This design comes from an exercise in tuning for small area, a short achievable clock period and few clock cycles per item on the open sky130 flow, not from production work. At most, simulation tests tie the RTL to the original design; equivalence was not proved. For runs 3 to 5, only the layout was checked, not whether the RTL still works. Power and IR drop assume default switching activity.

[design/flow/design.v]
`timescale 1ns / 1ps
package pwad_pkg;
    localparam int OPCODE_W  = 2;
    localparam int PULSE_W   = 16;
    localparam int OUTCOME_W = 4;
    localparam int BIN_W     = 5;
    localparam int DIV_W     = 16;
    localparam int CFG_IDX_W = 3;
    localparam int CFG_DAT_W = 16;
    localparam int CNT_W     = 16;
    localparam int ITER_W    = 8;
    localparam logic [CNT_W-1:0] CNT_MAX = 16'hFFFF;
    localparam logic [OPCODE_W-1:0] OP_PULSE = 2'd0;
    localparam logic [OPCODE_W-1:0] OP_START = 2'd1;
    localparam logic [OPCODE_W-1:0] OP_ABORT = 2'd2;
    localparam logic [OUTCOME_W-1:0] OC_IGNORED   = 4'd0;
    localparam logic [OUTCOME_W-1:0] OC_REJECTED  = 4'd1;
    localparam logic [OUTCOME_W-1:0] OC_SHORTEST  = 4'd2;
    localparam logic [OUTCOME_W-1:0] OC_MATCHED   = 4'd3;
    localparam logic [OUTCOME_W-1:0] OC_UNMATCHED = 4'd4;
    localparam logic [OUTCOME_W-1:0] OC_STARTED   = 4'd5;
    localparam logic [OUTCOME_W-1:0] OC_ABORTED   = 4'd6;
    localparam logic [OUTCOME_W-1:0] OC_SUCCESS   = 4'd7;
    localparam logic [OUTCOME_W-1:0] OC_FAIL      = 4'd8;
    localparam logic [CFG_IDX_W-1:0] CFG_MIN_WIDTH   = 3'd0;
    localparam logic [CFG_IDX_W-1:0] CFG_MAX_WIDTH   = 3'd1;
    localparam logic [CFG_IDX_W-1:0] CFG_COUNT_LIM   = 3'd2;
    localparam logic [CFG_IDX_W-1:0] CFG_UNMATCH_LIM = 3'd3;
    localparam logic [CFG_IDX_W-1:0] CFG_ITER_LIM    = 3'd4;
    localparam logic [PULSE_W-1:0] RST_MIN_WIDTH   = 16'd53;
    localparam logic [PULSE_W-1:0] RST_MAX_WIDTH   = 16'd40000;
    localparam logic [CNT_W-1:0]   RST_COUNT_LIM   = 16'd512;
    localparam logic [CNT_W-1:0]   RST_UNMATCH_LIM = 16'd112;
    localparam logic [ITER_W-1:0]  RST_ITER_LIM    = 8'd16;
endpackage
`timescale 1ns / 1ps
import pwad_pkg::*;
module pwad_datapath
(
    input  logic [15:0] w,
    input  logic        none,    
    input  logic [15:0] lo,
    input  logic [16:0] hi,
    output logic [2:0]  g,
    output logic        over,    
    output logic [15:0] base_h,  
    output logic [5:0]  lo_le    
);
    function automatic logic cout24(input logic [23:0] a, input logic [23:0] b, input logic cin);
        logic [23:0] g0, p0;
        logic [11:0] g1, p1;
        logic [5:0]  g2, p2;
        logic [2:0]  g3, p3;
        g0 = a & b;
        p0 = a | b;
        g0[0] = g0[0] | (p0[0] & cin);
        for (int i = 0; i < 12; i++)
        begin
            g1[i] = g0[2*i+1] | (p0[2*i+1] & g0[2*i]);
            p1[i] = p0[2*i+1] & p0[2*i];
        end
        for (int i = 0; i < 6; i++)
        begin
            g2[i] = g1[2*i+1] | (p1[2*i+1] & g1[2*i]);
            p2[i] = p1[2*i+1] & p1[2*i];
        end
        for (int i = 0; i < 3; i++)
        begin
            g3[i] = g2[2*i+1] | (p2[2*i+1] & g2[2*i]);
            p3[i] = p2[2*i+1] & p2[2*i];
        end
        cout24 = g3[2] | (p3[2] & (g3[1] | (p3[1] & g3[0])));
    endfunction
    function automatic logic gt24(input logic [23:0] a, input logic [23:0] b);
        gt24 = cout24(a, ~b, 1'b0);
    endfunction
    function automatic logic ge24(input logic [23:0] a, input logic [23:0] b);
        ge24 = cout24(a, ~b, 1'b1);
    endfunction
    function automatic logic sign24(input logic [23:0] x, input logic [23:0] y);
        sign24 = x[23] ^ y[23] ^ cout24({x[22:0], 1'b0}, {y[22:0], 1'b0}, 1'b0);
    endfunction
    function automatic logic gt3(input logic [23:0] a, input logic [23:0] b, input logic [23:0] c);
        logic [23:0] nb, nc, s, cy;
        nb = ~b;
        nc = ~c;
        s  = a ^ nb ^ nc;
        cy = {(a[22:0] & nb[22:0]) | (a[22:0] & nc[22:0]) | (nb[22:0] & nc[22:0]), 1'b1};
        gt3 = !sign24(s, cy);
    endfunction
    function automatic logic ge3(input logic [23:0] a, input logic [23:0] b, input logic [23:0] c);
        logic [23:0] na, s, cy;
        na = ~a;
        s  = b ^ c ^ na;
        cy = {(b[22:0] & c[22:0]) | (b[22:0] & na[22:0]) | (c[22:0] & na[22:0]), 1'b0};
        ge3 = sign24(s, cy);
    endfunction
    logic [21:0] wx;
    logic        c1, c2, c3, c4;
    assign wx = {6'd0, w};
    assign c1   = !none && gt24({2'd0, wx}, {5'd0, hi, 2'd0});
    assign c2   = !none && gt24({2'd0, wx}, {4'd0, hi, 3'd0});
    assign c3   = !none && gt3({2'd0, wx}, {3'd0, hi, 3'd0}, {5'd0, hi, 2'd0});
    assign c4   = !none && gt24({2'd0, wx}, {3'd0, hi, 4'd0});
    assign over = !none && gt3({2'd0, wx}, {3'd0, hi, 4'd0}, {5'd0, hi, 2'd0});
    assign lo_le[0] = none ? (w == 16'hFFFF) : ge24({8'd0, w}, {8'd0, lo});
    assign lo_le[1] = ge24({8'd0, w}, {7'd0, lo, 1'b0});
    assign lo_le[2] = ge3({8'd0, w}, {7'd0, lo, 1'b0}, {8'd0, lo});
    assign lo_le[3] = ge24({8'd0, w}, {6'd0, lo, 2'b0});
    assign lo_le[4] = ge3({8'd0, w}, {6'd0, lo, 2'b0}, {8'd0, lo});
    assign lo_le[5] = ge3({8'd0, w}, {6'd0, lo, 2'b0}, {7'd0, lo, 1'b0});
    logic [3:0]  sel;
    logic [15:0] hi12;
    assign hi12   = {hi[12:0], 3'd0} + {hi[13:0], 2'd0};
    assign sel    = {c4, c3 && !c4, c2 && !c3, c1 && !c2};
    assign g      = {c4, c2 && !c4, sel[0] || sel[2]};
    assign base_h = ({16{sel[0]}} & {hi[13:0], 2'd0}) |
                    ({16{sel[1]}} & {hi[12:0], 3'd0}) |
                    ({16{sel[2]}} & hi12) |
                    ({16{sel[3]}} & {hi[11:0], 4'd0});
endmodule
module pwad_fine
(
    input  logic [15:0] w,
    input  logic [15:0] base_h,
    input  logic [2:0]  g,
    input  logic        over,
    input  logic [5:0]  lo_le,
    input  logic [16:0] hi,
    input  logic [17:0] hi3,
    output logic        matched,
    output logic [4:0]  bin
);
    function automatic logic cout24(input logic [23:0] a, input logic [23:0] b, input logic cin);
        logic [23:0] g0, p0;
        logic [11:0] g1, p1;
        logic [5:0]  g2, p2;
        logic [2:0]  g3, p3;
        g0 = a & b;
        p0 = a | b;
        g0[0] = g0[0] | (p0[0] & cin);
        for (int i = 0; i < 12; i++)
        begin
            g1[i] = g0[2*i+1] | (p0[2*i+1] & g0[2*i]);
            p1[i] = p0[2*i+1] & p0[2*i];
        end
        for (int i = 0; i < 6; i++)
        begin
            g2[i] = g1[2*i+1] | (p1[2*i+1] & g1[2*i]);
            p2[i] = p1[2*i+1] & p1[2*i];
        end
        for (int i = 0; i < 3; i++)
        begin
            g3[i] = g2[2*i+1] | (p2[2*i+1] & g2[2*i]);
            p3[i] = p2[2*i+1] & p2[2*i];
        end
        cout24 = g3[2] | (p3[2] & (g3[1] | (p3[1] & g3[0])));
    endfunction
    function automatic logic gt24(input logic [23:0] a, input logic [23:0] b);
        gt24 = cout24(a, ~b, 1'b0);
    endfunction
    function automatic logic ge24(input logic [23:0] a, input logic [23:0] b);
        ge24 = cout24(a, ~b, 1'b1);
    endfunction
    function automatic logic sign24(input logic [23:0] x, input logic [23:0] y);
        sign24 = x[23] ^ y[23] ^ cout24({x[22:0], 1'b0}, {y[22:0], 1'b0}, 1'b0);
    endfunction
    function automatic logic gt3(input logic [23:0] a, input logic [23:0] b, input logic [23:0] c);
        logic [23:0] nb, nc, s, cy;
        nb = ~b;
        nc = ~c;
        s  = a ^ nb ^ nc;
        cy = {(a[22:0] & nb[22:0]) | (a[22:0] & nc[22:0]) | (nb[22:0] & nc[22:0]), 1'b1};
        gt3 = !sign24(s, cy);
    endfunction
    function automatic logic ge3(input logic [23:0] a, input logic [23:0] b, input logic [23:0] c);
        logic [23:0] na, s, cy;
        na = ~a;
        s  = b ^ c ^ na;
        cy = {(b[22:0] & c[22:0]) | (b[22:0] & na[22:0]) | (c[22:0] & na[22:0]), 1'b0};
        ge3 = sign24(s, cy);
    endfunction
    logic e1, e2, e3, lo_ok;
    logic [1:0] f1;
    assign e1 = gt3({8'd0, w}, {8'd0, base_h}, {7'd0, hi});
    assign e2 = e1 && gt3({8'd0, w}, {8'd0, base_h}, {6'd0, hi, 1'b0});
    assign e3 = e1 && gt3({8'd0, w}, {8'd0, base_h}, {6'd0, hi3});
    assign f1      = {1'b0, e1} + {1'b0, e2} + {1'b0, e3};
    always_comb
    begin
        case (g)
            3'd0:    lo_ok = e3 ? lo_le[3] : e2 ? lo_le[2] : e1 ? lo_le[1] : lo_le[0];
            3'd1:    lo_ok = e2 || (e1 ? lo_le[5] : lo_le[4]);
            default: lo_ok = 1'b1;
        endcase
    end
    assign matched = !over && lo_ok;
    assign bin     = {g[2:0], f1};
endmodule
`timescale 1ns / 1ps
import pwad_pkg::*;
module pulse_width_autobaud_detector
#(
    parameter int NUM_BINS   = 20,
    parameter int WIDTH_BITS = 16
)
(
    input  logic                 clk,
    input  logic                 rst_n,
    input  logic                 pulse_valid,
    output logic                 pulse_ready,
    input  logic [OPCODE_W-1:0]  pulse_opcode,
    input  logic [PULSE_W-1:0]   pulse_width,
    output logic                 result_valid,
    input  logic                 result_ready,
    output logic [OUTCOME_W-1:0] result_outcome,
    output logic [BIN_W-1:0]     result_bin_index,
    output logic [DIV_W-1:0]     result_divisor,
    output logic                 result_engaged,
    input  logic                 cfg_we,
    input  logic [CFG_IDX_W-1:0] cfg_index,
    input  logic [CFG_DAT_W-1:0] cfg_data
);
    function automatic logic cout24(input logic [23:0] a, input logic [23:0] b, input logic cin);
        logic [23:0] g0, p0;
        logic [11:0] g1, p1;
        logic [5:0]  g2, p2;
        logic [2:0]  g3, p3;
        g0 = a & b;
        p0 = a | b;
        g0[0] = g0[0] | (p0[0] & cin);
        for (int i = 0; i < 12; i++)
        begin
            g1[i] = g0[2*i+1] | (p0[2*i+1] & g0[2*i]);
            p1[i] = p0[2*i+1] & p0[2*i];
        end
        for (int i = 0; i < 6; i++)
        begin
            g2[i] = g1[2*i+1] | (p1[2*i+1] & g1[2*i]);
            p2[i] = p1[2*i+1] & p1[2*i];
        end
        for (int i = 0; i < 3; i++)
        begin
            g3[i] = g2[2*i+1] | (p2[2*i+1] & g2[2*i]);
            p3[i] = p2[2*i+1] & p2[2*i];
        end
        cout24 = g3[2] | (p3[2] & (g3[1] | (p3[1] & g3[0])));
    endfunction
    function automatic logic gt24(input logic [23:0] a, input logic [23:0] b);
        gt24 = cout24(a, ~b, 1'b0);
    endfunction
    function automatic logic ge24(input logic [23:0] a, input logic [23:0] b);
        ge24 = cout24(a, ~b, 1'b1);
    endfunction
    function automatic logic sign24(input logic [23:0] x, input logic [23:0] y);
        sign24 = x[23] ^ y[23] ^ cout24({x[22:0], 1'b0}, {y[22:0], 1'b0}, 1'b0);
    endfunction
    function automatic logic gt3(input logic [23:0] a, input logic [23:0] b, input logic [23:0] c);
        logic [23:0] nb, nc, s, cy;
        nb = ~b;
        nc = ~c;
        s  = a ^ nb ^ nc;
        cy = {(a[22:0] & nb[22:0]) | (a[22:0] & nc[22:0]) | (nb[22:0] & nc[22:0]), 1'b1};
        gt3 = !sign24(s, cy);
    endfunction
    function automatic logic ge3(input logic [23:0] a, input logic [23:0] b, input logic [23:0] c);
        logic [23:0] na, s, cy;
        na = ~a;
        s  = b ^ c ^ na;
        cy = {(b[22:0] & c[22:0]) | (b[22:0] & na[22:0]) | (c[22:0] & na[22:0]), 1'b0};
        ge3 = sign24(s, cy);
    endfunction
    logic [PULSE_W-1:0]  min_reg, max_reg;
    logic [CNT_W-1:0]    count_lim_reg, unmatch_lim_reg;
    logic [ITER_W-1:0]   iter_lim_reg;
    logic                active_reg;
    logic                short_none;
    logic [15:0]         short_reg;
    logic [15:0]         lo_reg;         
    logic [16:0]         hi_reg;         
    logic [CNT_W-1:0]    total_reg, unm_reg;
    logic                unm_pend;       
    logic [ITER_W-1:0]   att_reg;
    logic                stall_reg;
    logic [17:0]         hi3_d;          
    logic                b2_valid, b2_bin, b2_eng, b2_over;
    logic [OUTCOME_W-1:0] b2_oc;
    logic [15:0]         b2_w, b2_base_h;
    logic [2:0]          b2_g;
    logic [5:0]          b2_lo_le;
    logic                out_valid;
    logic [OUTCOME_W-1:0] out_outcome;
    logic [BIN_W-1:0]    out_bin_index;
    logic                out_succ;
    logic                out_engaged;
    always_ff @(posedge clk or negedge rst_n)
    begin
        if (!rst_n)
        begin
            min_reg         <= RST_MIN_WIDTH;
            max_reg         <= RST_MAX_WIDTH;
            count_lim_reg   <= RST_COUNT_LIM;
            unmatch_lim_reg <= RST_UNMATCH_LIM;
            iter_lim_reg    <= RST_ITER_LIM;
        end
        else if (cfg_we)
        begin
            case (cfg_index)
                CFG_MIN_WIDTH:   min_reg         <= cfg_data;
                CFG_MAX_WIDTH:   max_reg         <= cfg_data;
                CFG_COUNT_LIM:   count_lim_reg   <= cfg_data;
                CFG_UNMATCH_LIM: unmatch_lim_reg <= cfg_data;
                CFG_ITER_LIM:    iter_lim_reg    <= cfg_data[ITER_W-1:0];
                default: ;
            endcase
        end
    end
    logic adv, accept;
    assign adv         = !out_valid || result_ready;
    assign pulse_ready = adv && !stall_reg;
    assign accept      = pulse_valid && pulse_ready;
    logic [15:0] w;
    logic        is_start, is_abort, is_pulse;
    logic        decide, unm_ok, att_le1;
    logic        a_succ, a_fail, a_retry, a_go, out_range, below;
    logic        a_rej, a_short, a_bin;
    logic [OUTCOME_W-1:0] a_oc;
    logic        a_eng;
    logic [CNT_W-1:0] total_inc;
    logic [18:0] w7;
    assign w = pulse_width;
    assign is_start  = (pulse_opcode == OP_START);
    assign is_abort  = (pulse_opcode == OP_ABORT);
    assign is_pulse  = (pulse_opcode == OP_PULSE) && active_reg;
    assign decide    = gt24({8'd0, total_reg}, {8'd0, count_lim_reg});
    assign unm_ok    = ge24({8'd0, unmatch_lim_reg}, {8'd0, unm_reg});
    assign att_le1   = (att_reg <= 8'd1);
    assign a_succ    = is_pulse && decide && unm_ok;
    assign a_fail    = is_pulse && decide && !unm_ok && att_le1;
    assign a_retry   = is_pulse && decide && !unm_ok && !att_le1;
    assign a_go      = is_pulse && !(decide && (unm_ok || att_le1));
    assign out_range = gt24({8'd0, min_reg}, {8'd0, w}) || gt24({8'd0, w}, {8'd0, max_reg});
    assign below     = decide ? (w != 16'hFFFF) : gt24({8'd0, lo_reg}, {8'd0, w});
    assign a_rej     = a_go && out_range;
    assign a_short   = a_go && !out_range && below;
    assign a_bin     = a_go && !out_range && !below;
    always_comb
    begin
        a_oc  = OC_IGNORED;
        a_eng = active_reg;
        if (is_start)
        begin
            a_oc  = OC_STARTED;
            a_eng = 1'b1;
        end
        else if (is_abort)
        begin
            a_oc  = OC_ABORTED;
            a_eng = 1'b0;
        end
        else if (a_succ)
        begin
            a_oc  = OC_SUCCESS;
            a_eng = 1'b0;
        end
        else if (a_fail)
        begin
            a_oc  = OC_FAIL;
            a_eng = 1'b0;
        end
        else if (a_rej)
            a_oc = OC_REJECTED;
        else if (a_short)
            a_oc = OC_SHORTEST;
        else if (a_bin)
            a_oc = OC_MATCHED;
    end
    assign total_inc = (total_reg == CNT_MAX) ? CNT_MAX : total_reg + 1'b1;
    assign w7        = {w, 3'd0} - {3'd0, w};
    always_ff @(posedge clk or negedge rst_n)
    begin
        if (!rst_n)
        begin
            active_reg <= 1'b0;
            short_none <= 1'b1;
            lo_reg     <= 16'hFFFF;
            hi_reg     <= 17'h0FFFF;
            total_reg  <= '0;
            att_reg    <= '0;
        end
        else if (accept)
        begin
            active_reg <= a_eng;
            if (a_short)
            begin
                short_none <= 1'b0;
                lo_reg     <= w7[18:3];
                hi_reg     <= {1'b0, w} + {5'd0, w[15:4]};
            end
            else if (is_start || a_retry)
            begin
                short_none <= 1'b1;
                lo_reg     <= 16'hFFFF;
                hi_reg     <= 17'h0FFFF;
            end
            if (is_start || a_short || (a_retry && a_rej))
                total_reg <= '0;
            else if (a_bin)
                total_reg <= a_retry ? 16'd1 : total_inc;
            if (is_start)
                att_reg <= iter_lim_reg;
            else if (a_retry)
                att_reg <= att_reg - 1'b1;
            else if (a_fail)
                att_reg <= '0;
        end
    end
    always_ff @(posedge clk)
    begin
        if (accept && a_short)
            short_reg <= w;
    end
    logic b2_match, b2_unmatched;
    logic a_clr, b_pending, succ_pending;
    assign b2_unmatched = adv && b2_valid && b2_bin && !b2_match;
    assign a_clr        = is_start || a_retry || a_short;
    assign succ_pending = adv ? (accept && a_succ) : (b2_valid && b2_oc == OC_SUCCESS);
    assign b_pending    = adv ? ((accept && is_pulse) || (b2_valid && b2_bin)) : (b2_valid && b2_bin);
    always_ff @(posedge clk or negedge rst_n)
    begin
        if (!rst_n)
        begin
            unm_reg   <= '0;
            unm_pend  <= 1'b0;
            stall_reg <= 1'b0;
        end
        else
        begin
            if (accept && a_clr)
            begin
                unm_reg  <= '0;
                unm_pend <= 1'b0;
            end
            else
            begin
                if (unm_pend && unm_reg != CNT_MAX)
                    unm_reg <= unm_reg + 1'b1;
                unm_pend <= b2_unmatched;
            end
            stall_reg <= (b_pending && ge24({8'd0, total_reg}, {8'd0, count_lim_reg})) || succ_pending;
        end
    end
    always_ff @(posedge clk)
        hi3_d <= {hi_reg, 1'b0} + {1'b0, hi_reg};
    logic [2:0]  s1_g;
    logic        s1_over;
    logic [15:0] s1_base_h;
    logic [5:0]  s1_lo_le;
    pwad_datapath u_coarse (
        .w      (w),
        .none   (a_retry),
        .lo     (lo_reg),
        .hi     (hi_reg),
        .g      (s1_g),
        .over   (s1_over),
        .base_h (s1_base_h),
        .lo_le  (s1_lo_le)
    );
    logic [4:0] b2_binidx;
    pwad_fine u_fine (
        .w       (b2_w),
        .base_h  (b2_base_h),
        .g       (b2_g),
        .over    (b2_over),
        .lo_le   (b2_lo_le),
        .hi      (hi_reg),
        .hi3     (hi3_d),
        .matched (b2_match),
        .bin     (b2_binidx)
    );
    always_ff @(posedge clk or negedge rst_n)
    begin
        if (!rst_n)
        begin
            b2_valid  <= 1'b0;
            out_valid <= 1'b0;
        end
        else if (adv)
        begin
            b2_valid  <= accept;
            out_valid <= b2_valid;
        end
    end
    always_ff @(posedge clk)
    begin
        if (adv)
        begin
            b2_oc     <= a_oc;
            b2_bin    <= a_bin;
            b2_eng    <= a_eng;
            b2_w      <= w;
            b2_g      <= s1_g;
            b2_over   <= s1_over;
            b2_base_h <= s1_base_h;
            b2_lo_le  <= s1_lo_le;
            out_outcome   <= b2_bin ? (b2_match ? OC_MATCHED : OC_UNMATCHED) : b2_oc;
            out_bin_index <= (b2_bin && b2_match) ? b2_binidx : 5'd0;
            out_succ      <= !b2_bin && b2_oc == OC_SUCCESS;
            out_engaged   <= b2_eng;
        end
    end
    assign result_valid     = out_valid;
    assign result_outcome   = out_outcome;
    assign result_bin_index = out_bin_index;
    assign result_divisor   = {16{out_succ}} & (short_reg | {16{short_none}});
    assign result_engaged   = out_engaged;
endmodule
[design/flow/run.sh]
#!/bin/bash
# synth_recipe.tcl (not shown) runs the flow's synth.tcl, then flattens the netlist and writes it again
# the make line also repeats each setting of config.mk as NAME=value (left out here)
make -C /OpenROAD-flow-scripts/flow DESIGN_CONFIG=/design/flow/config.mk WORK_HOME=/design/flow/orfs CLKGATE_MAP_FILE= SYNTH_SCRIPT=/design/flow/synth_recipe.tcl finish
[design/flow/config.mk]
export PLATFORM = sky130hd
export DESIGN_NAME = pulse_width_autobaud_detector
export DESIGN_NICKNAME = pulse_width_autobaud_detector
export VERILOG_FILES = /design/flow/design.v
export SDC_FILE = /design/flow/constraint.sdc
export NUM_CORES = 4
export LEC_CHECK = 0
export ABC_AREA = 1
export CAP_MARGIN = 5
export CORE_MARGIN = 2
export CORE_UTILIZATION = 50
export SETUP_SLACK_MARGIN = 2.5
export SLEW_MARGIN = 5
[design/flow/constraint.sdc]
create_clock -name core_clock -period 5.5 [get_ports {clk}]
set_input_delay 1.1000 -clock core_clock [delete_from_list [all_inputs] [get_ports {clk}]]
set_output_delay 1.1000 -clock core_clock [all_outputs]
set_load 0.01 [all_outputs]
==> results.yml, run 1 <==
run_status:
  status: "timing/DRC/antenna clean"
clock_network:
  clockBufferDepth: 3
  worstSkewPairLatency_ns: 0.58
  cts_sinks: 242
  htree_levels: 1
  cts_tree: "built"
  numCtsBuffers: 29
  root_buffer: "clkbuf_16"
  clkTransAtPathRegs_ns: 0.06
synthesis:
  yosys_warnings: 3
  synth_nets: 2865
  synthCells: 2578
  synth_edf_count: 73
  synth-seq-cells: 242
  synth-simple-area-share_pct: 24.2
  synthAdderAreaFrac_pct: 19.5
  synth_top_family_by_area: "simple AND/OR/NAND/NOR gates"
  synth_mux_area_share_pct: 0
  seq_area_frac_synth_pct: 31.8
  synth_xor_xnor_area_share_pct: 2.36
  yosys.cell_types.count: 73
  ys.flop_type: "dfrtp_1"
  synth_compound_area_share_pct: 14.1
  syn_area_per_cell_um2: 7.79
  synthArstFlopShare_pct: 62.4
  syn_area_mm2: 0.0201
timing:
  relSlewSlack_pct: 32.4
  setup_slack_ns: 2.58
  finalSetupViolCount: 0
  fin_skew_ns: 0.0259
  hold_viol_final: 0
  final.period_utilization_pct: 53.1
  tns_ns: 0
  fin_crit_ns: 2.92
  rsz0062_at_grt: "yes"
  fmax_mhz: 342
  tightest_slew_ns: 1.01
  drv_slew: 0
floorplanning:
  io_pins: 70
  initial_core_util_pct: 50.6
  core_area_mm2: 0.0396
  num_rows: 73
  die_area_mm2: 0.0418
  dieHeight_um: 204
  die_w_um: 204
grt:
  overflow: 0
  grt_max_degree: 100
  gr-usage-all-layers_pct: 29.8
  grt_pass1_wl_um: 97500
  grt_pass1_vias: 18500
  antenna_found_initial: 0
routing:
  wl_per_cell_um: 18.3
  via_per_inst: 5.54
  vias: 18400
  remaining_drc_errors: 0
  finalWirelength_um: 60900
  drtPass1Iterations: 5
  first_iter_violations: 1250
  postRouteAntennaNets: 0
job:
  drv_cap: 0
critical_path:
  r2r_cells: 12
  cp.arrival_ns: 3.36
  r2r-end: "b2_over"
  r2r_setup_slack_ns: 2.58
  path_class: "in2reg"
  r2r-start: "hi_reg[2]"
  critPathMaxFanout: 7
  cp.required_ns: 5.93
  cp-end-kind: "register"
  worstSetupStartpointType: "primary input"
final_layout:
  area_growth_pct: 19.0
  fill_cells: 3648
  layout-drive-gt1-share_pct: 14.1
  insertedDiodeCount: 0
  utilization_pct: 60.2
  largest_reg_flops: 18
  nets: 3060
place:
  place_congestion: 0.896
  pre_cts_ws_ns: 0.971
  dpl.hpwl_um: 42800
  port_buffers: 69
worst_hold_path:
  whs_path_depth: 0
  worstHoldEndpoint: "out_engaged"
  min_from: "b2_eng"
  hold_class: "reg2reg"
power:
  leakage_nw: 11.2
  power_density_mw_per_mm2: 277
  ir_drop_mv: 0.253
==> synth_stat cells (all sizes together), types with 2 or more instances <==
library cell  count  area, um2
a31oi            17        106
ha              133       1660
xor2             43        377
a21oi           137        712
xnor2            11       96.3
o2111ai           4       35.0
o22ai            32        214
dfxtp            18        360
fa              112       2240
nand2           616       2360
o221ai            4       35.0
dfrtp           104       2600
nor3             46        245
a21boi            2       15.0
buf              29        213
a211oi            9       67.6
nand3           125        648
nor3b             2       20.0
nor2            274       1060
clkinv            2       7.51
a21o              5       37.5
or2              16        100
and3              3       18.8
o31ai             4       30.0
nand4            44        290
a22oi            18        145
clkbuf           22       85.1
o211ai           16        120
o21bai            3       22.5
a221oi            2       17.5
o32ai             2       17.5
dfstp            47       1230
o21ai           225       1130
nor4              7       50.1
edfxtp           73       2190
a31o              2       17.5
o21a              3       22.5
a311oi            2       17.5
and2              2       12.5
inv             349       1320
nand3b            5       37.5
==> layout by cell type, fill, tap and decap left out, drive strengths merged, types with 44 or more instances in the layout <==
| master | count |
|---|---|
| nand2 | 617 |
| inv | 332 |
| nor2 | 275 |
| o21ai | 225 |
| buf | 147 |
| a21oi | 137 |
| ha | 133 |
| nand3 | 125 |
| fa | 112 |
| dfrtp | 104 |
| edfxtp | 73 |
| clkbuf | 58 |
| dfstp | 47 |
| nor3 | 46 |
| nand4 | 44 |
==> cell type report <==
type,count,area (um2),area share (%)
multi-input combinational,1936,12400,51.7
sequential,242,6450,27.0
timing repair buffer,212,2060,8.63
inverter,351,1440,6.02
clock buffer,47,875,3.66
tap,525,657,2.75
clock inverter,7,42.5,0.178
timing repair inverter,1,7.51,0.0314
==> through the flow <==
step,power [W],area [um2],hold slack [ns],instances
floorplan,0.00387,20100,0.400,2578
global placement,0.00450,21300,0.402,3147
detailed placement,0.00455,21300,0.407,3147
CTS,0.00656,23400,0.422,3285
global route,0.00709,23900,0.424,3321
finish,0.00662,23900,0.420,3321
==> power breakdown <==
part / internal (W) / switching, W
Clock: 0.00108 / 0.000795
Combinational: 0.000918 / 0.00142
Sequential: 0.00216 / 0.000241
==> worst max-delay path, stage by stage <==
cell and delay [ns]:
clkbuf_4 0.17, buf_12 0.15, fa_1 0.49, or2_4 0.27, o21ai_2 0.07, o211ai_1 0.10
a21oi_1 0.15, nand2_1 0.06, nand2_1 0.07, nand2_2 0.09, nor3_4 0.23, buf_6 0.13
buf_12 0.11, nand2_1 0.05, nand4_1 0.11
==> routing by layer <==
metal / wire length [um] / up-vias / GRT usage (%)
met4: 3180 / 0 / 14.6
li1: - / 8879 / -
met2: 30000 / 511 / 52.8
met3: 2830 / 154 / 2.84
met5: 0 / - / 0
met1: 24900 / 8854 / 36.2
==> cell families after synthesis <==
family | Yosys count
AO/OA/AOI/OAI | 494
adder cells (fa/ha/maj) | 245
AND/OR/NAND/NOR | 1141
XOR/XNOR | 54
flip-flops | 242
buffers and inverters | 402
==> worst max path at each step <==
stage | startpoint | endpoint | slack [ns]
floorplan | pulse_width[3] | b2_base_h[3] | 2.37
global placement | pulse_width[15] | lo_reg[15] | 1.09
detailed placement | pulse_width[15] | hi_reg[12] | 0.97
CTS | result_ready | pulse_ready | 2.50
global route | pulse_width[11] | b2_base_h[3] | 2.39
finish | pulse_width[14] | b2_base_h[15] | 2.58
==> timing repair <==
action | CTS | global route
pin swaps | 17 | 30
cloned | 5 | 0
gates resized for setup | 159 | 85
setup buffers | 79 | 36
hold buffers | 0 | 0
setup endpoints to repair | 131 | 106
Testbench counts, summed over its fixed seeds: cycles 12,873, items 12,800.
==> run 2: changes to the inputs <==
--- a/design/flow/config.mk
+++ b/design/flow/config.mk
@@ -6,8 +6,8 @@
 export NUM_CORES = 4
 export LEC_CHECK = 0
 export ABC_AREA = 1
-export CAP_MARGIN = 5
+export CAP_MARGIN = 20
 export CORE_MARGIN = 2
-export CORE_UTILIZATION = 50
+export CORE_UTILIZATION = 40
 export SETUP_SLACK_MARGIN = 2.5
-export SLEW_MARGIN = 5
+export SLEW_MARGIN = 20
==> results.yml, run 2 <==
run_status:
  status: "timing/DRC/antenna clean"
power:
  leakage_nw: 11.2
  power_w: 0.00681
  ir_drop_mv: 0.250
  power_density_mw_per_mm2: 283
clock_network:
  numCtsBuffers: 30
  holdBufCountCts: 0
  cts_sinks: 242
  clockBufferDepth: 3
  worstSkewPairLatency_ns: 0.61
  cts_tree: "built"
  htree_levels: 1
  clkTransAtPathRegs_ns: 0.06
  root_buffer: "clkbuf_16"
routing:
  first_iter_violations: 1392
  vias: 18400
  via_per_inst: 5.32
  drtPass1Iterations: 6
  wl_per_cell_um: 17.9
  postRouteAntennaNets: 0
  finalWirelength_um: 61900
  remaining_drc_errors: 0
critical_path:
  r2r-end: "b2_base_h[10]"
  r2r-start: "hi_reg[13]"
  slowest_delay_ns: 0.29
  critPathMaxFanout: 15
  r2r_cells: 12
  path_class: "in2reg"
  cp.arrival_ns: 3.24
  crit_top_cell: "nand2_1"
  cp-end-kind: "register"
  crit_slowest_cell: "dlygate4sd2_1"
  cp.required_ns: 5.81
  worstSetupStartpointType: "primary input"
  crit_path_start: "pulse_width[5]"
  r2r_setup_slack_ns: 2.60
  path_cells: "dlygate4sd2_1, buf_12, nand2_1, o21ai_0, nor2_1, nand2_1, nand2_1, nand2_1, nand2_1, nor2_1, nor2_2, nand3_4, buf_12, nor2_8, clkbuf_16"
synthesis:
  synth_nets: 2865
  ys.flop_type: "dfrtp_1"
  synthArstFlopShare_pct: 62.4
  synth-seq-cells: 242
  synth_edf_count: 73
  yosys-top-cells-count: "608 x nand2_1, 333 x inv_1, 269 x nor2_1"
  synthCells: 2578
  yosysTopAreaCell: "dfrtp_1"
  seq_area_frac_synth_pct: 31.8
  synthDominantCellAreaShare_pct: 13.0
  synth_area_leaders: "dfrtp_1 13%, nand2_1 11%, fa_1 11%"
  yosys.cell_types.count: 73
  syn_area_mm2: 0.0201
  yosys_warnings: 3
  synth.most_common_cell: "nand2_1"
  syn_area_per_cell_um2: 7.79
timing:
  tightest_slew_ns: 1.02
  hold_viol_final: 0
  rsz0062_at_grt: "yes"
  drv_slew: 0
  relSlewSlack_pct: 32.3
  final.period_utilization_pct: 53.2
  finalSetupViolCount: 0
  fmax_mhz: 342
  tns_ns: 0
  fin_skew_ns: 0.0310
  fin_crit_ns: 2.93
final_layout:
  area_growth_pct: 19.9
  layout-drive-gt1-share_pct: 14.2
  largest_reg_flops: 18
  nets: 3057
  mostFrequentLayoutCells: "592 x nand2_1, 308 x inv_1, 258 x nor2_1"
  layout_commonest_cell: "nand2_1"
floorplanning:
  die_area_mm2: 0.0520
  num_rows: 82
  initial_core_util_pct: 40.3
  io_pins: 70
  dieHeight_um: 228
  die_w_um: 228
  core_area_mm2: 0.0499
worst_hold_path:
  min_from: "b2_eng"
  worstHoldEndpoint: "out_engaged"
  hold_class: "reg2reg"
  whs_path_depth: 0
grt:
  antenna_found_initial: 1
  gr-usage-all-layers_pct: 23.4
  overflow: 0
  grt_pass1_vias: 18500
  grt_max_degree: 97
  grt_pass1_wl_um: 97600
place:
  place_congestion: 0.911
  port_buffers: 69
  dpl.hpwl_um: 43800
job:
  drv_cap: 0
[run 2: area by class of cell]
type,instances,area (um2)
Clock inverter,20,188
Clock buffer,36,846
Fill cell,4929,25800
Multi-Input combinational cell,1936,12300
Antenna cell,1,2.50
Inverter,351,1460
Timing Repair inverter,1,6.26
Timing Repair Buffer,208,1950
Tap cell,672,841
Sequential cell,242,6440
[run 2: how the worst max path moves through the flow]
stage	endpoint	slack [ns]	cells past startpoint
floorplan	b2_base_h[3]	2.37	16
global placement	hi_reg[12]	1.12	14
detailed placement	lo_reg[13]	1.08	14
CTS	out_outcome[0]	2.49	17
global route	unm_pend	2.46	13
finish	short_reg[9]	2.57	15
[run 2: kinds of logic (layout without fill, tap and decap cells)]
group,after synthesis,count (layout),share of synthesized area (%)
simple gates,1141,1143,24.2
other cells,0,1,0
flops,242,242,31.8
xor+xnor,54,54,2.36
compound gates,494,494,14.1
buf+inv,402,616,8.07
fa+ha+maj,245,245,19.5
[run 2: worst max-delay path, delay by kind of cell]
kind | cells | cell delay, ns
compound gates | 1 | 0.10
simple gates | 10 | 1.16
buf+inv | 4 | 0.86
[run 2: per-layer routing]
| metal | GRT usage (%) | share of wire, % | vias up |
|---|---|---|---|
| met3 | 2.73 | 4.9 | 146 |
| met1 | 28.9 | 41 | 8921 |
| met2 | 41.3 | 49 | 507 |
| met5 | 0 | 0 | - |
| li1 | - | - | 8863 |
| met4 | 10.1 | 4.3 | 0 |
[run 2: power breakdown]
group          total (W)  internal [W]  switching (W)
Sequential       0.00241       0.00216       0.000243
Clock            0.00205       0.00116       0.000886
Combinational    0.00235      0.000918        0.00143
Total            0.00681       0.00425        0.00256
[run 2: repair_timing]
item	CTS	global route
resized for setup	125	103
endpoints found under the setup margin	131	112
endpoints found under the hold margin	0	0
pin swaps	11	29
buffers inserted	53	52
gates cloned	3	3
[run 2: per-stage QoR]
stage,area [um2],util (%),instances,worst slack [ns],hold slack [ns]
2_1_floorplan,20100,-,2578,2.37,0.400
3_3_place_gp,21600,43.2,3298,1.12,0.406
3_5_place_dp,21600,43.2,3298,1.08,0.407
4_1_cts,23400,46.9,3410,2.49,0.421
5_1_grt,24100,48.3,3467,2.46,0.435
6_report,24100,48.3,3467,2.57,0.423
==> run 3: changes to the inputs <==
--- a/design/flow/design.v
+++ b/design/flow/design.v
@@ -126,6 +126,7 @@
     input  logic [2:0]  g,
     input  logic        over,
     input  logic [5:0]  lo_le,
+    input  logic        none,    
     input  logic [16:0] hi,
     input  logic [17:0] hi3,
     output logic        matched,
@@ -182,7 +183,7 @@
     endfunction
     logic e1, e2, e3, lo_ok;
     logic [1:0] f1;
-    assign e1 = gt3({8'd0, w}, {8'd0, base_h}, {7'd0, hi});
+    assign e1 = !none && gt3({8'd0, w}, {8'd0, base_h}, {7'd0, hi});
     assign e2 = e1 && gt3({8'd0, w}, {8'd0, base_h}, {6'd0, hi, 1'b0});
     assign e3 = e1 && gt3({8'd0, w}, {8'd0, base_h}, {6'd0, hi3});
     assign f1      = {1'b0, e1} + {1'b0, e2} + {1'b0, e3};
@@ -283,7 +284,7 @@
     logic [ITER_W-1:0]   att_reg;
     logic                stall_reg;
     logic [17:0]         hi3_d;          
-    logic                b2_valid, b2_bin, b2_eng, b2_over;
+    logic                b2_valid, b2_bin, b2_eng, b2_over, b2_none;
     logic [OUTCOME_W-1:0] b2_oc;
     logic [15:0]         b2_w, b2_base_h;
     logic [2:0]          b2_g;
@@ -322,7 +323,7 @@
     logic [15:0] w;
     logic        is_start, is_abort, is_pulse;
     logic        decide, unm_ok, att_le1;
-    logic        a_succ, a_fail, a_retry, a_go, out_range, below;
+    logic        a_succ, a_fail, a_retry, a_none, a_go, out_range, below;
     logic        a_rej, a_short, a_bin;
     logic [OUTCOME_W-1:0] a_oc;
     logic        a_eng;
@@ -338,9 +339,10 @@
     assign a_succ    = is_pulse && decide && unm_ok;
     assign a_fail    = is_pulse && decide && !unm_ok && att_le1;
     assign a_retry   = is_pulse && decide && !unm_ok && !att_le1;
+    assign a_none    = a_retry || short_none;    
     assign a_go      = is_pulse && !(decide && (unm_ok || att_le1));
     assign out_range = gt24({8'd0, min_reg}, {8'd0, w}) || gt24({8'd0, w}, {8'd0, max_reg});
-    assign below     = decide ? (w != 16'hFFFF) : gt24({8'd0, lo_reg}, {8'd0, w});
+    assign below     = (decide || short_none) ? (w != 16'hFFFF) : gt24({8'd0, lo_reg}, {8'd0, w});
     assign a_rej     = a_go && out_range;
     assign a_short   = a_go && !out_range && below;
     assign a_bin     = a_go && !out_range && !below;
@@ -383,8 +385,6 @@
         begin
             active_reg <= 1'b0;
             short_none <= 1'b1;
-            lo_reg     <= 16'hFFFF;
-            hi_reg     <= 17'h0FFFF;
             total_reg  <= '0;
             att_reg    <= '0;
         end
@@ -392,17 +392,9 @@
         begin
             active_reg <= a_eng;
             if (a_short)
-            begin
                 short_none <= 1'b0;
-                lo_reg     <= w7[18:3];
-                hi_reg     <= {1'b0, w} + {5'd0, w[15:4]};
-            end
             else if (is_start || a_retry)
-            begin
                 short_none <= 1'b1;
-                lo_reg     <= 16'hFFFF;
-                hi_reg     <= 17'h0FFFF;
-            end
             if (is_start || a_short || (a_retry && a_rej))
                 total_reg <= '0;
             else if (a_bin)
@@ -418,7 +410,11 @@
     always_ff @(posedge clk)
     begin
         if (accept && a_short)
+        begin
             short_reg <= w;
+            lo_reg    <= w7[18:3];
+            hi_reg    <= {1'b0, w} + {5'd0, w[15:4]};
+        end
     end
     logic b2_match, b2_unmatched;
     logic a_clr, b_pending, succ_pending;
@@ -458,7 +454,7 @@
     logic [5:0]  s1_lo_le;
     pwad_datapath u_coarse (
         .w      (w),
-        .none   (a_retry),
+        .none   (a_none),
         .lo     (lo_reg),
         .hi     (hi_reg),
         .g      (s1_g),
@@ -473,6 +469,7 @@
         .g       (b2_g),
         .over    (b2_over),
         .lo_le   (b2_lo_le),
+        .none    (b2_none),
         .hi      (hi_reg),
         .hi3     (hi3_d),
         .matched (b2_match),
@@ -498,6 +495,7 @@
             b2_oc     <= a_oc;
             b2_bin    <= a_bin;
             b2_eng    <= a_eng;
+            b2_none   <= a_none;
             b2_w      <= w;
             b2_g      <= s1_g;
             b2_over   <= s1_over;
--- a/design/flow/config.mk
+++ b/design/flow/config.mk
@@ -8,6 +8,6 @@
 export ABC_AREA = 1
 export CAP_MARGIN = 20
 export CORE_MARGIN = 2
-export CORE_UTILIZATION = 40
-export SETUP_SLACK_MARGIN = 2.5
+export CORE_UTILIZATION = 50
+export SETUP_SLACK_MARGIN = 2.7
 export SLEW_MARGIN = 20
==> results.yml, run 3 <==
run_status:
  status: "timing/DRC/antenna clean"
grt:
  overflow: 0
  grt_max_degree: 78
  antenna_found_initial: 0
  gr-usage-all-layers_pct: 29.7
  grt_pass1_vias: 18000
  grt_pass1_wl_um: 95500
clock_network:
  clockBufferDepth: 3
  clkTransAtPathRegs_ns: 0.06
  holdBufCountCts: 0
  cts_tree: "built"
  numCtsBuffers: 29
  worstSkewPairLatency_ns: 0.59
  htree_levels: 1
  cts_sinks: 243
  root_buffer: "clkbuf_16"
routing:
  finalWirelength_um: 62300
  postRouteAntennaNets: 0
  vias: 18400
  via_per_inst: 5.52
  wl_per_cell_um: 18.7
  first_iter_violations: 1316
  remaining_drc_errors: 0
  drtPass1Iterations: 5
synthesis:
  synth_compound_area_share_pct: 13.4
  synth_nets: 2804
  yosysTopAreaCell: "edfxtp_1"
  synth-seq-cells: 243
  synth_edf_count: 107
  ys.flop_type: "edfxtp_1"
  synthDominantCellAreaShare_pct: 16.2
  synth_xor_xnor_area_share_pct: 2.69
  synthArstFlopShare_pct: 48.6
  yosys.cell_types.count: 64
  seq_area_frac_synth_pct: 32.9
  synth_area_leaders: "edfxtp_1 16%, dfrtp_1 13%, fa_1 11%"
  yosys_warnings: 3
  yosys-top-cells-count: "569 x nand2_1, 346 x inv_1, 271 x nor2_1"
  syn_area_mm2: 0.0199
  syn_area_per_cell_um2: 7.89
  synthAdderAreaFrac_pct: 19.7
  synthCells: 2517
  synth-simple-area-share_pct: 23.2
  synth_mux_area_share_pct: 0
  synth_top_family_by_area: "simple AND/OR/NAND/NOR gates"
  synth.most_common_cell: "nand2_1"
final_layout:
  layout-drive-gt1-share_pct: 18.4
  area_growth_pct: 25.0
  layout_commonest_cell: "nand2_1"
  nets: 3062
  fill_cells: 3463
  insertedDiodeCount: 0
  largest_reg_flops: 18
  design_area_mm2: 0.0248
  mostFrequentLayoutCells: "537 x nand2_1, 315 x inv_1, 247 x nor2_1"
  regArea_mm2: 0.00655
  multi_input_area_mm2: 0.0124
critical_path:
  cp-end-kind: "register"
  worstSetupStartpointType: "primary input"
  crit_family: "simple AND/OR/NAND/NOR gates"
  cp.required_ns: 5.82
  r2r-start: "hi_reg[8]"
  crit_path_start: "pulse_width[6]"
  path_class: "in2reg"
  critPathMaxFanout: 8
  r2r_setup_slack_ns: 2.62
  path_cells: "buf_4, buf_12, fa_1, nor2_2, a211oi_1, o21ai_1, nand2_1, nand3_2, nand2_2, nand2_4, nand2_8, buf_12, nand2_8, nand3_2, nand4_1"
  worst-path-buf-inv: 3
  cp.arrival_ns: 3.21
  crit_slowest_cell: "fa_1"
  slowest_delay_ns: 0.57
timing:
  hold_viol_final: 0
  fin_crit_ns: 2.89
  tightest_slew_ns: 0.994
  finalSetupViolCount: 0
  hold_slack_ns: 0.434
  setup_slack_ns: 2.61
  drv_slew: 0
  rsz0062_at_grt: "yes"
  tns_ns: 0
  relSlewSlack_pct: 33.6
  fmax_mhz: 346
  final.period_utilization_pct: 52.5
  fin_skew_ns: 0.0170
power:
  swShare_pct: 33.4
  clock_power_share_pct: 32.8
  power_frac_comb_pct: 27.5
  seq_power_share_pct: 39.6
  p_sw_w: 0.00194
  power_w: 0.00581
  leakage_nw: 11.5
  power_density_mw_per_mm2: 234
  ir_drop_mv: 0.242
  power.internal_w: 0.00387
place:
  dpl_cell_area_mm2: 0.0212
  pre_cts_ws_ns: 1.11
  port_buffers: 69
  place_congestion: 0.894
  dpl.hpwl_um: 41300
floorplanning:
  num_rows: 73
  initial_core_util_pct: 50.4
  die_w_um: 203
  die_area_mm2: 0.0414
  dieHeight_um: 203
  core_area_mm2: 0.0395
  io_pins: 70
worst_hold_path:
  min_from: "b2_eng"
  hold_class: "reg2reg"
job:
  drv_cap: 0
## run 3: cell types whose count changed in the layout (fill, tap and decap cells not counted), moves of 14 or more
cell,before,now
nand2_1,592,537
edfxtp_1,73,107
buf_4,112,140
buf_6,4,32
o21ai_0,207,179
a21oi_1,131,108
dfstp_2,33,14
nor3_1,40,22
o21ai_1,13,31
dlygate4sd2_1,18,1
a22oi_1,16,2
## run 3: layer usage
| layer | track usage [%] | vias up | routed length, um |
|---|---|---|---|
| met5 | 0 | - | 0 |
| met1 | 35.6 | 8830 | 24600 |
| li1 | - | 8800 | - |
| met3 | 3.37 | 163 | 3130 |
| met4 | 11.7 | 0 | 2750 |
| met2 | 54.2 | 559 | 31800 |
## run 3: final timing paths
path	to	cells past startpoint
max	b2_base_h[13]	15
min	out_engaged	0
max reg2reg	b2_base_h[12]	13
min reg2reg	out_engaged	0
max in group asynchronous	unm_reg[7]	2
min in group asynchronous	total_reg[10]	1
## run 3: logic make-up (layout without fill, tap and decap cells)
kind of cell | Yosys count | after routing
flip-flops | 243 | 243
XOR/XNOR | 61 | 61
AO/OA/AOI/OAI | 470 | 470
AND/OR/NAND/NOR | 1087 | 1090
buffers and inverters | 411 | 689
adder cells (fa/ha/maj) | 245 | 245
## run 3: timing repair
item                                   in CTS  in global routing
pin swaps                                  48                 89
endpoints found under the hold margin       0                  0
setup endpoints to repair                 164                135
resized for setup                         269                193
gates cloned                               10                  4
buffers inserted                          100                 69
## run 3: metrics by stage
stage	instances	util, %
finish	3323	63.0
CTS	3249	59.7
global placement	3085	53.8
detailed placement	3085	53.8
floorplan	2517	-
global route	3323	63.0
## run 3: layout make-up
class	count	area share, %
well taps	525	2.64
repair buffers	271	11.2
inverters	364	5.97
clock buffers	37	3.28
multi-input cells	1866	50.0
flip-flops and latches	243	26.4
clock inverters	17	0.494
## run 3: power by group through the flow
stage	clock network, W	logic, W	registers [W]
3_5_place_dp	0	0.00137	0.00234
6_report	0.00191	0.00160	0.00230
2_1_floorplan	0	0.000948	0.00228
4_1_cts	0.00195	0.00147	0.00230
5_1_grt	0.00202	0.00180	0.00233
3_3_place_gp	0	0.00134	0.00234
## run 3: worst register-to-register path, stage by stage, from the launching register on
cell	delay, ns
edfxtp_1	0.46
buf_6	0.17
clkinvlp_4	0.11
fa_1	0.50
or2_4	0.27
a31oi_1	0.15
o21ai_1	0.09
a21oi_1	0.18
nand2_2	0.11
nand2_4	0.12
nand2_8	0.11
buf_4	0.18
nand4_1	0.06
nand4_1	0.10
==> run 4: changes to the inputs <==
--- a/design/flow/config.mk
+++ b/design/flow/config.mk
@@ -9,5 +9,5 @@
 export CAP_MARGIN = 20
 export CORE_MARGIN = 2
 export CORE_UTILIZATION = 50
-export SETUP_SLACK_MARGIN = 2.7
+export SETUP_SLACK_MARGIN = 2.5
 export SLEW_MARGIN = 20
==> results.yml, run 4 <==
timing:
  hold_viol_final: 0
  drv_slew: 0
  relSlewSlack_pct: 30.2
  tns_ns: 0
  finalSetupViolCount: 0
  tightest_slew_ns: 1.05
  final.period_utilization_pct: 54.2
  fin_crit_ns: 2.98
  fin_skew_ns: 0.0121
  rsz0062_at_grt: "yes"
  fmax_mhz: 335
synthesis:
  syn_area_per_cell_um2: 7.89
  ys.flop_type: "edfxtp_1"
  syn_area_mm2: 0.0199
  yosys_warnings: 3
  synth_area_leaders: "edfxtp_1 16%, dfrtp_1 13%, fa_1 11%"
  synthCells: 2517
  synth-seq-cells: 243
  yosys.cell_types.count: 64
  yosysTopAreaCell: "edfxtp_1"
  synthDominantCellAreaShare_pct: 16.2
  synth.most_common_cell: "nand2_1"
  yosys-top-cells-count: "569 x nand2_1, 346 x inv_1, 271 x nor2_1"
  seq_area_frac_synth_pct: 32.9
  synth_edf_count: 107
  synth_nets: 2804
  synthArstFlopShare_pct: 48.6
final_layout:
  layout_commonest_cell: "nand2_1"
  mostFrequentLayoutCells: "537 x nand2_1, 328 x inv_1, 260 x nor2_1"
  largest_reg_flops: 18
  fill_cells: 3583
  insertedDiodeCount: 0
  layout-drive-gt1-share_pct: 14.4
  stdcell_count: 3272
  multi_input_area_mm2: 0.0122
  nets: 3011
  area_growth_pct: 21.3
  regArea_mm2: 0.00655
  utilization_pct: 61.1
job:
  drv_cap: 0
grt:
  antenna_found_initial: 0
  gr-usage-all-layers_pct: 28.8
  grt_pass1_wl_um: 93600
  overflow: 0
  grt_pass1_vias: 17700
  grt_max_degree: 81
power:
  ir_drop_mv: 0.221
  leakage_nw: 11.2
  power_density_mw_per_mm2: 242
routing:
  postRouteAntennaNets: 0
  finalWirelength_um: 60400
  first_iter_violations: 1367
  remaining_drc_errors: 0
  vias: 18000
  drtPass1Iterations: 6
  via_per_inst: 5.49
  wl_per_cell_um: 18.5
critical_path:
  cp.required_ns: 5.96
  cp-end-kind: "register"
  path_class: "in2reg"
  r2r_setup_slack_ns: 2.61
  r2r-end: "b2_base_h[15]"
  r2r_cells: 15
  critPathMaxFanout: 11
  worstSetupStartpointType: "primary input"
  r2r-start: "hi_reg[6]"
  cp.arrival_ns: 3.44
clock_network:
  worstSkewPairLatency_ns: 0.58
  clkTransAtPathRegs_ns: 0.06
  cts_tree: "built"
  htree_levels: 1
  numCtsBuffers: 29
  root_buffer: "clkbuf_16"
  clockBufferDepth: 3
  cts_sinks: 243
floorplanning:
  core_area_mm2: 0.0395
  num_rows: 73
  die_area_mm2: 0.0414
  initial_core_util_pct: 50.4
  dieHeight_um: 203
  die_w_um: 203
  io_pins: 70
place:
  placed_cells: 3090
  port_buffers: 69
  place_congestion: 0.921
  dpl.hpwl_um: 41700
worst_hold_path:
  hold_class: "reg2reg"
  worstHoldEndpoint: "out_engaged"
  whs_path_depth: 0
  min_from: "b2_eng"
run_status:
  status: "timing/DRC/antenna clean"
-- run 4: cell counts after synthesis --
No cell type changed its count.
-- run 4: report_power, final --
| part | total [W] | leakage (nW) | internal [W] | switching [W] |
|---|---|---|---|---|
| sequential | 0.00230 | 2.70 | 0.00214 | 0.000167 |
| clock | 0.00199 | 0.479 | 0.00118 | 0.000808 |
| combinational | 0.00154 | 8.00 | 0.000606 | 0.000939 |
-- run 4: how the worst max path moves through the flow --
stage | from | endpoint | slack [ns] | cells past startpoint
global route | hi_reg[4] | out_outcome[0] | 2.44 | 18
CTS | pulse_width[14] | b2_base_h[7] | 2.49 | 12
detailed placement | pulse_width[1] | hi_reg[14] | 1.07 | 14
finish | pulse_width[1] | total_reg[10] | 2.52 | 14
global placement | pulse_width[1] | hi_reg[14] | 1.10 | 14
floorplan | pulse_width[9] | hi_reg[0] | 2.00 | 13
-- run 4: cells by family after synthesis --
| group | synth area share (%) |
|---|---|
| compound gates | 13.4 |
| xor+xnor | 2.69 |
| fa+ha+maj | 19.7 |
| buf+inv | 8.15 |
| flops | 32.9 |
| simple gates | 23.2 |
-- run 4: worst max-delay path, stage by stage --
cell	delay, ns
buf_8	0.13
clkinvlp_4	0.11
buf_4	0.16
buf_4	0.14
nor4_1	0.52
and3_1	0.36
nand2_1	0.09
nand2_2	0.10
nor2_4	0.04
nor2_4	0.09
nand3_4	0.20
clkbuf_16	0.23
nand3_1	0.06
nand2_1	0.08
-- run 4: per-stage QoR --
stage	hold slack (ns)	power, W	cell area, um2	setup slack (ns)
after floorplan	0.400	0.00322	19900	2.00
after global placement	0.402	0.00367	21200	1.10
after detailed placement	0.406	0.00371	21200	1.07
after CTS	0.420	0.00579	23300	2.49
after global routing	0.430	0.00616	24100	2.44
final	0.420	0.00583	24100	2.52
-- run 4: cell type report --
class / instances / share of cell area, %
inverter: 364 / 6.05
sequential: 243 / 27.2
tap: 525 / 2.73
clock buffer: 40 / 3.38
timing repair buffer: 220 / 9.25
clock inverter: 14 / 0.665
multi-input combinational: 1866 / 50.8
-- run 4: what timing repair did --
item | in CTS | in global routing
hold buffers | 0 | 0
pin swaps | 24 | 39
setup buffers | 74 | 39
hold endpoints to repair | 0 | 0
endpoints found under the setup margin | 156 | 119
gates cloned | 7 | 7
resized for setup | 160 | 138
-- run 4: routing by layer --
metal	GRT usage [%]	up-vias	wire [um]
li1	-	8718	-
met1	34.7	8666	24500
met2	53.8	464	31300
met3	2.40	110	2610
met4	9.78	0	2010
met5	0	-	0
==> run 5: changes to the inputs <==
--- a/design/flow/config.mk
+++ b/design/flow/config.mk
@@ -8,6 +8,6 @@
 export ABC_AREA = 1
 export CAP_MARGIN = 20
 export CORE_MARGIN = 2
-export CORE_UTILIZATION = 50
+export CORE_UTILIZATION = 40
 export SETUP_SLACK_MARGIN = 2.5
 export SLEW_MARGIN = 20
==> results.yml, run 5 <==
run_status:
  status: "timing/DRC/antenna clean"
clock_network:
  worstSkewPairLatency_ns: 0.58
  cts_tree: "built"
  cts_sinks: 243
  numCtsBuffers: 30
  htree_levels: 1
  clockBufferDepth: 3
  clkTransAtPathRegs_ns: 0.06
  root_buffer: "clkbuf_16"
  holdBufCountCts: 0
synthesis:
  yosys_warnings: 3
  ys.flop_type: "edfxtp_1"
  synth_nets: 2804
  yosys-top-cells-count: "569 x nand2_1, 346 x inv_1, 271 x nor2_1"
  synthArstFlopShare_pct: 48.6
  synth_area_leaders: "edfxtp_1 16%, dfrtp_1 13%, fa_1 11%"
  syn_area_mm2: 0.0199
  seq_area_frac_synth_pct: 32.9
  synthCells: 2517
  synth-seq-cells: 243
  syn_area_per_cell_um2: 7.89
  yosys.cell_types.count: 64
  synth.most_common_cell: "nand2_1"
  synth_edf_count: 107
  synthDominantCellAreaShare_pct: 16.2
  yosysTopAreaCell: "edfxtp_1"
power:
  power_density_mw_per_mm2: 237
  clock_power_share_pct: 33.5
  p_sw_w: 0.00192
  power.internal_w: 0.00388
  ir_drop_mv: 0.274
  swShare_pct: 33.1
  seq_power_share_pct: 39.7
  power_frac_comb_pct: 26.8
  leakage_nw: 11.3
  power_w: 0.00580
routing:
  first_iter_violations: 1300
  postRouteAntennaNets: 0
  remaining_drc_errors: 0
  wl_per_cell_um: 17.4
  vias: 18000
  drtPass1Iterations: 7
  finalWirelength_um: 59900
  via_per_inst: 5.25
critical_path:
  critPathMaxFanout: 6
  r2r_cells: 17
  r2r-start: "hi_reg[6]"
  crit_slowest_cell: "fa_2"
  crit_top_cell: "nand2_2"
  slowest_delay_ns: 0.65
  worstSetupStartpointType: "register"
  cp-end-kind: "register"
  r2r-end: "out_bin_index[0]"
  cp.arrival_ns: 3.28
  path_class: "reg2reg"
  cp.required_ns: 5.82
  worst-path-buf-inv: 1
  path_cells: "clkinvlp_4, fa_2, nor2_4, a21oi_2, nand3_1, nand2_2, nand2_2, nand2_4, nand2_4, nand2_1, nand2_1, nand2_2, nand3_2, nand2_2, nand2_4, nand3_4, nor2_1"
  r2r_setup_slack_ns: 2.55
  crit_family: "simple AND/OR/NAND/NOR gates"
timing:
  hold_viol_final: 0
  relSlewSlack_pct: 31.3
  fin_crit_ns: 2.95
  tns_ns: 0
  fmax_mhz: 339
  setup_slack_ns: 2.55
  rsz0062_at_grt: "yes"
  finalSetupViolCount: 0
  fin_skew_ns: 0.0190
  tightest_slew_ns: 1.03
  drv_slew: 0
  final.period_utilization_pct: 53.7
grt:
  grt_pass1_vias: 17800
  grt_max_degree: 81
  overflow: 0
  gr-usage-all-layers_pct: 23.2
  antenna_found_initial: 0
  grt_pass1_wl_um: 93300
floorplanning:
  die_area_mm2: 0.0515
  core_area_mm2: 0.0490
  die_w_um: 227
  io_pins: 70
  initial_core_util_pct: 40.6
  dieHeight_um: 227
  num_rows: 81
place:
  pre_cts_ws_ns: 1.03
  port_buffers: 69
  dpl.hpwl_um: 41600
  place_congestion: 0.880
final_layout:
  layout-drive-gt1-share_pct: 15.6
  insertedDiodeCount: 0
  fill_cells: 4610
  nets: 3031
  area_growth_pct: 23.1
  mostFrequentLayoutCells: "541 x nand2_1, 332 x inv_1, 248 x nor2_1"
  regArea_mm2: 0.00655
  multi_input_area_mm2: 0.0123
  largest_reg_flops: 18
  layout_commonest_cell: "nand2_1"
job:
  drv_cap: 0
worst_hold_path:
  whs_path_depth: 0
  worstHoldEndpoint: "out_engaged"
  hold_class: "reg2reg"
  min_from: "b2_eng"
==> run 5: cell counts after synthesis <==
Identical to the previous run, type by type.
==> run 5: area by class of cell <==
| type | instances | area share [%] |
|---|---|---|
| Timing Repair Buffer | 238 | 9.57 |
| Multi-Input combinational cell | 1867 | 50.4 |
| Inverter | 364 | 5.86 |
| Tap cell | 664 | 3.40 |
| Sequential cell | 243 | 26.8 |
| Clock buffer | 44 | 3.66 |
| Clock inverter | 12 | 0.358 |
==> run 5: per-stage QoR <==
stage	utilization (%)	area (um2)	instances	hold slack [ns]
floorplan	-	19900	2517	0.400
global placement	43.7	21400	3231	0.408
detailed placement	43.7	21400	3231	0.410
CTS	48.6	23800	3393	0.421
global route	50.0	24500	3432	0.424
finish	50.0	24500	3432	0.417
==> run 5: logic make-up after synthesis <==
family	share of synthesized area [%]
AO/OA/AOI/OAI	13.4
XOR/XNOR	2.69
adder cells (fa/ha/maj)	19.7
buffers and inverters	8.15
flip-flops	32.9
AND/OR/NAND/NOR	23.2
==> run 5: how the worst max path moves through the flow <==
stage                               start                  to  slack (ns)  cells past startpoint
after floorplan            pulse_width[9]           hi_reg[0]        2.00                     13
after global placement     pulse_width[7]             b2_g[1]        1.21                     15
after detailed placement   pulse_width[5]       b2_base_h[12]        1.03                     14
after CTS                      short_none  result_divisor[14]        2.36                      4
after global routing      pulse_width[10]        b2_base_h[8]        2.46                     13
final                           hi_reg[6]    out_bin_index[0]        2.55                     17
==> run 5: per-layer routing <==
layer / routed length [um] / GRT usage, %
met1: 25200 / 28.5
met2: 29500 / 41.1
met3: 2730 / 2.59
met4: 2480 / 10.0
met5: 0 / 0
==> run 5: power by group through the flow <==
stage | Sequential, W | Clock, W | Combinational (W)
2_1_floorplan | 0.00228 | 0 | 0.000940
3_3_place_gp | 0.00234 | 0 | 0.00133
3_5_place_dp | 0.00234 | 0 | 0.00136
4_1_cts | 0.00231 | 0.00200 | 0.00147
5_1_grt | 0.00233 | 0.00206 | 0.00175
6_report | 0.00231 | 0.00194 | 0.00155
==> run 5: timing repair <==
action / in CTS / in global routing
cloned: 9 / 4
setup endpoints to repair: 150 / 127
gates resized for setup: 188 / 129
pin swaps: 35 / 55
endpoints found under the hold margin: 0 / 0
setup buffers: 97 / 34

re-timing with driven ports:
In the flow no input, the clock included, has a driving cell. The finished layouts below were timed again as built, in two steps.
Step 1 assumes that a clkbuf_16 drives the clock port and a buf_2 every other input.
Step 2 also shifts input and output timing later by t, the mid clock arrival at the registers, as if the neighbouring blocks saw the same clock.
Three values: ideal, step 1, step 2; two values: the first two.
run	shift t [ns]	setup WS [ns]	worst slew at a driven data input, ns
run 1	0.628	2.579 / 2.565 / 1.984	0.11
run 2	0.653	2.573 / 2.536 / 1.912	0.15
run 3	0.637	2.613 / 2.570 / 2.013	0.06
run 4	0.626	2.517 / 2.521 / 1.899	0.06
run 5	0.629	2.547 / 2.508 / 1.966	0.04
After both steps setup and hold are still met in every run listed. For run 2, which loses most, drivers alone change the setup slack by -0.037 ns; drivers and shift together by -0.661 ns.
